What follows belongs to an exercise in optimizing a design on an open flow for small area and a short achievable clock period; a production flow would make more cautious choices.
RTL that was checked went through simulation tests only; none was proved equivalent to the original.
No activity file was given, so power comes from the tool's default toggle rates.

==> harbor <==
==> flow/design.v <==
package spi_ram_pkg;
    localparam int ADDR_SIZE_DEF = 8;
    localparam int MEM_DEPTH_DEF = 256;
    typedef enum logic [1:0] {
        WR_ADDR = 2'b00,
        WR_DATA = 2'b01,
        RD_ADDR = 2'b10,
        RD_DATA = 2'b11
    } RAM_OP_e;
endpackage
module spi_ram_ao8 (
    input  logic [7:0] d,
    input  logic [7:0] s,
    output logic       y
);
    assign y = |(d & s);
endmodule
module spi_ram_nand4 (
    input  logic a, b, c, d,
    output logic y
);
    assign y = ~(a & b & c & d);
endmodule
module spi_ram_oai21 (
    input  logic a1, a2, b1,
    output logic y
);
    assign y = ~((a1 | a2) & b1);
endmodule
module spi_ram_nor2 (
    input  logic a, b,
    output logic y
);
    assign y = ~(a | b);
endmodule
module spi_ram_a21oi (
    input  logic a1, a2, b1,
    output logic y
);
    assign y = ~((a1 & a2) | b1);
endmodule
module spi_ram_rd_bit (
    input  logic [255:0] col,
    input  logic [15:0]  r_lo,
    input  logic [15:0]  r_hi,
    input  logic         clr,
    output logic         y
);
    logic [31:0]  w_p;    
    logic [15:0]  w_q;    
    logic [3:0]   w_r;    
    logic [1:0]   w_s;    
    for (genvar h = 0; h < 16; h++) begin : g_grp
        for (genvar j = 0; j < 2; j++) begin : g_ao
            spi_ram_ao8 u_ao (
                .d (col[16*h + 8*j +: 8]),
                .s (r_lo[8*j +: 8]),
                .y (w_p[2*h + j])
            );
        end
        spi_ram_oai21 u_oai (
            .a1 (w_p[2*h]), .a2 (w_p[2*h + 1]), .b1 (r_hi[h]),
            .y  (w_q[h])
        );
    end
    for (genvar j = 0; j < 4; j++) begin : g_or
        spi_ram_nand4 u_nand (
            .a (w_q[4*j]),     .b (w_q[4*j + 1]),
            .c (w_q[4*j + 2]), .d (w_q[4*j + 3]),
            .y (w_r[j])
        );
    end
    spi_ram_nor2 u_nor0 (.a (w_r[0]), .b (w_r[1]), .y (w_s[0]));
    spi_ram_nor2 u_nor1 (.a (w_r[2]), .b (w_r[3]), .y (w_s[1]));
    spi_ram_a21oi u_out (.a1 (w_s[0]), .a2 (w_s[1]), .b1 (clr), .y (y));
endmodule
module spi_ram_array (
    input  logic        clk,
    input  logic        rst_n,
    input  logic        we,
    input  logic [7:0]  waddr,
    input  logic [7:0]  wdata,
    input  logic        re,
    input  logic [15:0] r_lo,
    input  logic [15:0] r_hi,
    output logic [7:0]  rdata
);
    logic [15:0] w_lo, w_hi, w_hi_en;
    assign w_lo    = 16'd1 << waddr[3:0];
    assign w_hi    = 16'd1 << waddr[7:4];
    assign w_hi_en = w_hi & {16{we}};
    logic [2047:0] r_word;
    for (genvar a = 0; a < 256; a++) begin : g_word
        always_ff @(posedge clk) begin
            if (w_hi_en[a / 16] && w_lo[a % 16]) begin
                r_word[8*a +: 8] <= wdata;
            end
        end
    end
    logic       w_clr;
    logic       w_rd_en;
    logic [7:0] w_rd;
    assign w_clr   = !rst_n;
    assign w_rd_en = re || w_clr;
    for (genvar b = 0; b < 8; b++) begin : g_rd
        logic [255:0] w_col;
        for (genvar a = 0; a < 256; a++) begin : g_col
            assign w_col[a] = r_word[8*a + b];
        end
        spi_ram_rd_bit u_rd (
            .col  (w_col),
            .r_lo (r_lo),
            .r_hi (r_hi),
            .clr  (w_clr),
            .y    (w_rd[b])
        );
    end
    always_ff @(posedge clk) begin
        if (w_rd_en) begin
            rdata <= w_rd;
        end
    end
endmodule
module spi_ram (
    input  logic       clk,
    input  logic       rst_n,
    input  logic [9:0] din,
    input  logic       rx_valid,
    output logic [7:0] dout,
    output logic       tx_valid,
    output logic       seq_err
);
    logic [7:0]  r_wr_addr;
    logic [15:0] r_rd_lo;
    logic [15:0] r_rd_hi;
    logic        r_wr_armed;
    logic        r_rd_armed;
    logic        r_tx_valid;
    logic        r_seq_err;
    logic [1:0] w_op;
    logic [7:0] w_payload;
    logic       w_we;
    logic       w_re;
    logic       w_seq_err;
    assign w_op      = din[9:8];
    assign w_payload = din[7:0];
    assign w_we      = rx_valid && (w_op == spi_ram_pkg::WR_DATA) && r_wr_armed;
    assign w_re      = rx_valid && (w_op == spi_ram_pkg::RD_DATA) && r_rd_armed;
    assign w_seq_err = rx_valid && w_op[0] && !(w_op[1] ? r_rd_armed : r_wr_armed);
    always_ff @(posedge clk) begin
        if (!rst_n) begin
            r_wr_addr  <= '0;
            r_rd_lo    <= 16'd1;
            r_rd_hi    <= 16'd1;
            r_wr_armed <= 1'b0;
            r_rd_armed <= 1'b0;
            r_tx_valid <= 1'b0;
            r_seq_err  <= 1'b0;
        end else begin
            r_tx_valid <= w_re;
            r_seq_err  <= w_seq_err;
            if (rx_valid && w_op == spi_ram_pkg::WR_ADDR) begin
                r_wr_addr  <= w_payload;
                r_wr_armed <= 1'b1;
            end else if (w_we) begin
                r_wr_addr  <= r_wr_addr + 8'd1;
            end
            if (rx_valid && w_op == spi_ram_pkg::RD_ADDR) begin
                r_rd_lo    <= 16'd1 << w_payload[3:0];
                r_rd_hi    <= 16'd1 << w_payload[7:4];
                r_rd_armed <= 1'b1;
            end else if (w_re) begin
                r_rd_lo <= {r_rd_lo[14:0], r_rd_lo[15]};
                if (r_rd_lo[15]) begin
                    r_rd_hi <= {r_rd_hi[14:0], r_rd_hi[15]};
                end
            end
        end
    end
    spi_ram_array u_array (
        .clk   (clk),
        .rst_n (rst_n),
        .we    (w_we),
        .waddr (r_wr_addr),
        .wdata (w_payload),
        .re    (w_re),
        .r_lo  (r_rd_lo),
        .r_hi  (r_rd_hi),
        .rdata (dout)
    );
    assign tx_valid = r_tx_valid;
    assign seq_err  = r_seq_err;
endmodule
module spi_ram_top (
    input  logic       clk,
    input  logic       rst_n,
    input  logic [9:0] din,
    input  logic       rx_valid,
    output logic [7:0] dout,
    output logic       tx_valid,
    output logic       seq_err
);
    spi_ram u_ram (
        .clk      (clk),
        .rst_n    (rst_n),
        .din      (din),
        .rx_valid (rx_valid),
        .dout     (dout),
        .tx_valid (tx_valid),
        .seq_err  (seq_err)
    );
endmodule
==> flow/run.sh <==
#!/bin/bash
# synth_recipe.tcl (not shown) runs the flow's synth.tcl, then flattens the netlist and writes it again
# the make line also repeats each setting of config.mk as NAME=value (left out here)
make -C /OpenROAD-flow-scripts/flow DESIGN_CONFIG=/design/flow/config.mk WORK_HOME=/design/flow/orfs CLKGATE_MAP_FILE= SYNTH_SCRIPT=/design/flow/synth_recipe.tcl finish
==> flow/config.mk <==
export PLATFORM = sky130hd
export DESIGN_NAME = spi_ram_top
export DESIGN_NICKNAME = spi_ram_top
export VERILOG_FILES = /design/flow/design.v
export SDC_FILE = /design/flow/constraint.sdc
export NUM_CORES = 4
export LEC_CHECK = 0
export CAP_MARGIN = 20
export CORE_MARGIN = 2
export CORE_UTILIZATION = 50
export SETUP_SLACK_MARGIN = 1.7
export SLEW_MARGIN = 20
export SYNTH_HIERARCHICAL = 1
==> flow/constraint.sdc <==
create_clock -name core_clock -period 4.0 [get_ports {clk}]
set_input_delay 0.8000 -clock core_clock [delete_from_list [all_inputs] [get_ports {clk}]]
set_output_delay 0.8000 -clock core_clock [all_outputs]
set_load 0.01 [all_outputs]
==> sierra: changes against harbor <==
==> flow/design.v, changed modules only <==
module spi_ram_and4 (
    input  logic a, b, c, d,
    output logic y
);
    assign y = a & b & c & d;
endmodule
module spi_ram_and2 (
    input  logic a, b,
    output logic y
);
    assign y = a & b;
endmodule
module spi_ram_rd_mux (
    input  logic e, s0, s1, e_n, q_n,
    output logic y
);
    assign y = ~((e & s0 & s1) | (e_n & q_n));
endmodule
module spi_ram_rd_bit (
    input  logic [255:0] col,
    input  logic [15:0]  r_lo,
    input  logic [15:0]  r_hi,
    input  logic         e,
    input  logic         e_n,
    input  logic         q_n,
    output logic         y
);
    logic [31:0]  w_p;    
    logic [15:0]  w_q;    
    logic [3:0]   w_r;
    logic [1:0]   w_s;
    for (genvar h = 0; h < 16; h++) begin : g_grp
        for (genvar j = 0; j < 2; j++) begin : g_ao
            spi_ram_ao8 u_ao (
                .d (col[16*h + 8*j +: 8]),
                .s (r_lo[8*j +: 8]),
                .y (w_p[2*h + j])
            );
        end
        spi_ram_oai21 u_oai (
            .a1 (w_p[2*h]), .a2 (w_p[2*h + 1]), .b1 (r_hi[h]),
            .y  (w_q[h])
        );
    end
    for (genvar j = 0; j < 4; j++) begin : g_or
        spi_ram_and4 u_and (
            .a (w_q[4*j]),     .b (w_q[4*j + 1]),
            .c (w_q[4*j + 2]), .d (w_q[4*j + 3]),
            .y (w_r[j])
        );
    end
    spi_ram_and2 u_and0 (.a (w_r[0]), .b (w_r[1]), .y (w_s[0]));
    spi_ram_and2 u_and1 (.a (w_r[2]), .b (w_r[3]), .y (w_s[1]));
    spi_ram_rd_mux u_out (
        .e (e), .s0 (w_s[0]), .s1 (w_s[1]), .e_n (e_n), .q_n (q_n),
        .y (y)
    );
endmodule
module spi_ram_array (
    input  logic        clk,
    input  logic        rst_n,
    input  logic        we,
    input  logic [7:0]  waddr,
    input  logic [7:0]  wdata,
    input  logic        re,
    input  logic [15:0] r_lo,
    input  logic [15:0] r_hi,
    output logic [7:0]  rdata
);
    logic [15:0]  w_lo_n, w_hi_en_n;
    logic [255:0] w_word_en;
    assign w_lo_n    = ~(16'd1 << waddr[3:0]);
    assign w_hi_en_n = ~((16'd1 << waddr[7:4]) & {16{we}});
    logic [2047:0] r_word;
    for (genvar a = 0; a < 256; a++) begin : g_word
        spi_ram_nor2 u_en (
            .a (w_hi_en_n[a / 16]),
            .b (w_lo_n[a % 16]),
            .y (w_word_en[a])
        );
        always_ff @(posedge clk) begin
            if (w_word_en[a]) begin
                r_word[8*a +: 8] <= wdata;
            end
        end
    end
    logic        w_e, w_e_n;
    logic [15:0] w_hi;
    logic [7:0]  w_d;
    assign w_e   = re || !rst_n;
    assign w_e_n = !w_e;
    assign w_hi  = r_hi & {16{rst_n}};
    for (genvar b = 0; b < 8; b++) begin : g_rd
        logic [255:0] w_col;
        for (genvar a = 0; a < 256; a++) begin : g_col
            assign w_col[a] = r_word[8*a + b];
        end
        spi_ram_rd_bit u_rd (
            .col  (w_col),
            .r_lo (r_lo),
            .r_hi (w_hi),
            .e    (w_e),
            .e_n  (w_e_n),
            .q_n  (!rdata[b]),
            .y    (w_d[b])
        );
    end
    always_ff @(posedge clk) begin
        rdata <= w_d;
    end
endmodule
// module spi_ram_a21oi removed
--- a/flow/config.mk
+++ b/flow/config.mk
@@ -9,5 +9,7 @@
 export CORE_MARGIN = 2
 export CORE_UTILIZATION = 50
-export SETUP_SLACK_MARGIN = 1.7
+export CTS_CLUSTER_DIAMETER = 100
+export CTS_CLUSTER_SIZE = 25
+export SETUP_SLACK_MARGIN = 1.8
 export SLEW_MARGIN = 20
 export SYNTH_HIERARCHICAL = 1
==> tundra: changes against harbor <==
==> flow/design.v, changed modules only <==
module spi_ram_array (
    input  logic       clk,
    input  logic       rst_n,
    input  logic       we,
    input  logic [7:0] waddr,
    input  logic [7:0] wdata,
    input  logic       re,
    input  logic [7:0] raddr,
    output logic [7:0] rdata
);
    logic [15:0] w_lo, w_hi, r_lo, r_hi;
    assign w_lo = 16'd1 << waddr[3:0];
    assign w_hi = 16'd1 << waddr[7:4];
    assign r_lo = 16'd1 << raddr[3:0];
    assign r_hi = 16'd1 << raddr[7:4];
    logic [15:0] w_hi_en;
    assign w_hi_en = w_hi & {16{we}};
    logic [2047:0] r_word;
    logic [2047:0] w_sel;
    logic [127:0]  w_grp;
    for (genvar h = 0; h < 16; h++) begin : g_hi
        for (genvar l = 0; l < 16; l++) begin : g_lo
            always_ff @(posedge clk) begin
                if (w_hi_en[h] && w_lo[l]) begin
                    r_word[8*(16*h+l) +: 8] <= wdata;
                end
            end
            for (genvar b = 0; b < 8; b++) begin : g_b
                assign w_sel[256*b + 16*h + l] = r_word[8*(16*h+l) + b] & r_lo[l];
            end
        end
        for (genvar b = 0; b < 8; b++) begin : g_grp
            assign w_grp[16*b + h] = (|w_sel[256*b + 16*h +: 16]) & r_hi[h];
        end
    end
    logic [7:0] w_rd;
    for (genvar b = 0; b < 8; b++) begin : g_rd
        assign w_rd[b] = |w_grp[16*b +: 16];
    end
    always_ff @(posedge clk) begin
        if (!rst_n) begin
            rdata <= '0;
        end else if (re) begin
            rdata <= w_rd;
        end
    end
endmodule
module spi_ram (
    input  logic       clk,
    input  logic       rst_n,
    input  logic [9:0] din,
    input  logic       rx_valid,
    output logic [7:0] dout,
    output logic       tx_valid,
    output logic       seq_err
);
    logic [7:0] r_wr_addr;
    logic [7:0] r_rd_addr;
    logic       r_wr_armed;
    logic       r_rd_armed;
    logic       r_tx_valid;
    logic       r_seq_err;
    logic [1:0] w_op;
    logic [7:0] w_payload;
    logic       w_we;
    logic       w_re;
    logic       w_seq_err;
    assign w_op      = din[9:8];
    assign w_payload = din[7:0];
    assign w_we      = rx_valid && (w_op == spi_ram_pkg::WR_DATA) && r_wr_armed;
    assign w_re      = rx_valid && (w_op == spi_ram_pkg::RD_DATA) && r_rd_armed;
    assign w_seq_err = rx_valid && w_op[0] && !(w_op[1] ? r_rd_armed : r_wr_armed);
    always_ff @(posedge clk) begin
        if (!rst_n) begin
            r_wr_addr  <= '0;
            r_rd_addr  <= '0;
            r_wr_armed <= 1'b0;
            r_rd_armed <= 1'b0;
            r_tx_valid <= 1'b0;
            r_seq_err  <= 1'b0;
        end else begin
            r_tx_valid <= w_re;
            r_seq_err  <= w_seq_err;
            if (rx_valid && w_op == spi_ram_pkg::WR_ADDR) begin
                r_wr_addr  <= w_payload;
                r_wr_armed <= 1'b1;
            end else if (w_we) begin
                r_wr_addr  <= r_wr_addr + 8'd1;
            end
            if (rx_valid && w_op == spi_ram_pkg::RD_ADDR) begin
                r_rd_addr  <= w_payload;
                r_rd_armed <= 1'b1;
            end else if (w_re) begin
                r_rd_addr  <= r_rd_addr + 8'd1;
            end
        end
    end
    spi_ram_array u_array (
        .clk   (clk),
        .rst_n (rst_n),
        .we    (w_we),
        .waddr (r_wr_addr),
        .wdata (w_payload),
        .re    (w_re),
        .raddr (r_rd_addr),
        .rdata (dout)
    );
    assign tx_valid = r_tx_valid;
    assign seq_err  = r_seq_err;
endmodule
// module spi_ram_ao8 removed
// module spi_ram_nand4 removed
// module spi_ram_oai21 removed
// module spi_ram_nor2 removed
// module spi_ram_a21oi removed
// module spi_ram_rd_bit removed
--- a/flow/config.mk
+++ b/flow/config.mk
@@ -8,6 +8,5 @@
 export CAP_MARGIN = 20
 export CORE_MARGIN = 2
-export CORE_UTILIZATION = 50
-export SETUP_SLACK_MARGIN = 1.7
+export CORE_UTILIZATION = 60
+export SETUP_SLACK_MARGIN = 2.0
 export SLEW_MARGIN = 20
-export SYNTH_HIERARCHICAL = 1
==> yarrow: changes against harbor <==
==> flow/design.v, changed modules only <==
module spi_ram_rd_mux (
    input  logic e, s0, s1, e_n, q_n,
    output logic y
);
    assign y = ~((e & s0 & s1) | (e_n & q_n));
endmodule
module spi_ram_rd_bit (
    input  logic [255:0] col,
    input  logic [15:0]  r_lo,
    input  logic [15:0]  r_hi,
    input  logic         e,
    input  logic         e_n,
    input  logic         q_n,
    output logic         y
);
    logic [31:0]  w_p;    
    logic [15:0]  w_q;    
    logic [3:0]   w_r;    
    logic [1:0]   w_s;    
    for (genvar h = 0; h < 16; h++) begin : g_grp
        for (genvar j = 0; j < 2; j++) begin : g_ao
            spi_ram_ao8 u_ao (
                .d (col[16*h + 8*j +: 8]),
                .s (r_lo[8*j +: 8]),
                .y (w_p[2*h + j])
            );
        end
        spi_ram_oai21 u_oai (
            .a1 (w_p[2*h]), .a2 (w_p[2*h + 1]), .b1 (r_hi[h]),
            .y  (w_q[h])
        );
    end
    for (genvar j = 0; j < 4; j++) begin : g_or
        spi_ram_nand4 u_nand (
            .a (w_q[4*j]),     .b (w_q[4*j + 1]),
            .c (w_q[4*j + 2]), .d (w_q[4*j + 3]),
            .y (w_r[j])
        );
    end
    spi_ram_nor2 u_nor0 (.a (w_r[0]), .b (w_r[1]), .y (w_s[0]));
    spi_ram_nor2 u_nor1 (.a (w_r[2]), .b (w_r[3]), .y (w_s[1]));
    spi_ram_rd_mux u_out (
        .e (e), .s0 (w_s[0]), .s1 (w_s[1]), .e_n (e_n), .q_n (q_n),
        .y (y)
    );
endmodule
module spi_ram_array (
    input  logic        clk,
    input  logic        rst_n,
    input  logic        we,
    input  logic [7:0]  waddr,
    input  logic [7:0]  wdata,
    input  logic        re,
    input  logic [15:0] r_lo,
    input  logic [15:0] r_hi,
    output logic [7:0]  rdata
);
    logic [15:0]  w_lo_n, w_hi_en_n;
    logic [255:0] w_word_en;
    assign w_lo_n    = ~(16'd1 << waddr[3:0]);
    assign w_hi_en_n = ~((16'd1 << waddr[7:4]) & {16{we}});
    logic [2047:0] r_word;
    for (genvar a = 0; a < 256; a++) begin : g_word
        spi_ram_nor2 u_en (
            .a (w_hi_en_n[a / 16]),
            .b (w_lo_n[a % 16]),
            .y (w_word_en[a])
        );
        always_ff @(posedge clk) begin
            if (w_word_en[a]) begin
                r_word[8*a +: 8] <= wdata;
            end
        end
    end
    logic        w_e, w_e_n;
    logic [15:0] w_hi;
    logic [7:0]  w_d;
    assign w_e   = re || !rst_n;
    assign w_e_n = !w_e;
    assign w_hi  = r_hi & {16{rst_n}};
    for (genvar b = 0; b < 8; b++) begin : g_rd
        logic [255:0] w_col;
        for (genvar a = 0; a < 256; a++) begin : g_col
            assign w_col[a] = r_word[8*a + b];
        end
        spi_ram_rd_bit u_rd (
            .col  (w_col),
            .r_lo (r_lo),
            .r_hi (w_hi),
            .e    (w_e),
            .e_n  (w_e_n),
            .q_n  (!rdata[b]),
            .y    (w_d[b])
        );
    end
    always_ff @(posedge clk) begin
        rdata <= w_d;
    end
endmodule
// module spi_ram_a21oi removed
--- a/flow/config.mk
+++ b/flow/config.mk
@@ -9,5 +9,7 @@
 export CORE_MARGIN = 2
 export CORE_UTILIZATION = 50
-export SETUP_SLACK_MARGIN = 1.7
+export CTS_CLUSTER_DIAMETER = 100
+export CTS_CLUSTER_SIZE = 25
+export SETUP_SLACK_MARGIN = 1.8
 export SLEW_MARGIN = 20
 export SYNTH_HIERARCHICAL = 1
==> comparison <==
- Between harbor and tundra, the lower synthesized cell count is in harbor (gap about 8%, measured against tundra).
- tundra finished with timing, DRC and antenna clean. sierra ran to the end with no violations. harbor ran to the end with no violations. yarrow produced a clean layout.
- Power: harbor > tundra > sierra > yarrow.
- The lowest fmax belongs to tundra, the highest to sierra.
- Cell count: yarrow < sierra < harbor < tundra.
- Die area, lowest first: tundra, yarrow, sierra, harbor.
Function not checked in tundra and yarrow: the RTL went through the layout flow alone.

-- separate check: timing with driven ports --
No port has a modelled driver above. Below, the same layouts with a new extraction and two added sets of constraints. Step 1, drivers: a clkbuf_16 drives clk and a buf_2 each remaining input, both assumed. Step 2 adds t to the input delays and takes it off the output delays; t is the mean of the earliest and latest rising clock arrival at the registers after step 1. Input paths then give back, and output paths get back, about the clock's delay inside the block. Three values: ideal, step 1, step 2; two values: the first two.
run	t, ns	slack for setup (ns)	worst hold slack (ns)	worst data-port slew with drivers (ns)
harbor	0.905	1.410 / 1.410 / 0.929	0.328 / 0.279 / 0.517	0.06
sierra	0.821	1.679 / 1.679 / 0.902	0.449 / 0.405 / 0.457	0.11
tundra	0.913	0.785 / 0.785 / 0.697	0.428 / 0.385 / 0.528	0.05
yarrow	0.818	1.496 / 1.496 / 0.808	0.501 / 0.482 / 0.501	0.09
After both steps setup and hold are still met in every run listed. The setup slack of sierra, which loses most, moves by 0.000 ns with the drivers and by -0.777 ns with both steps.
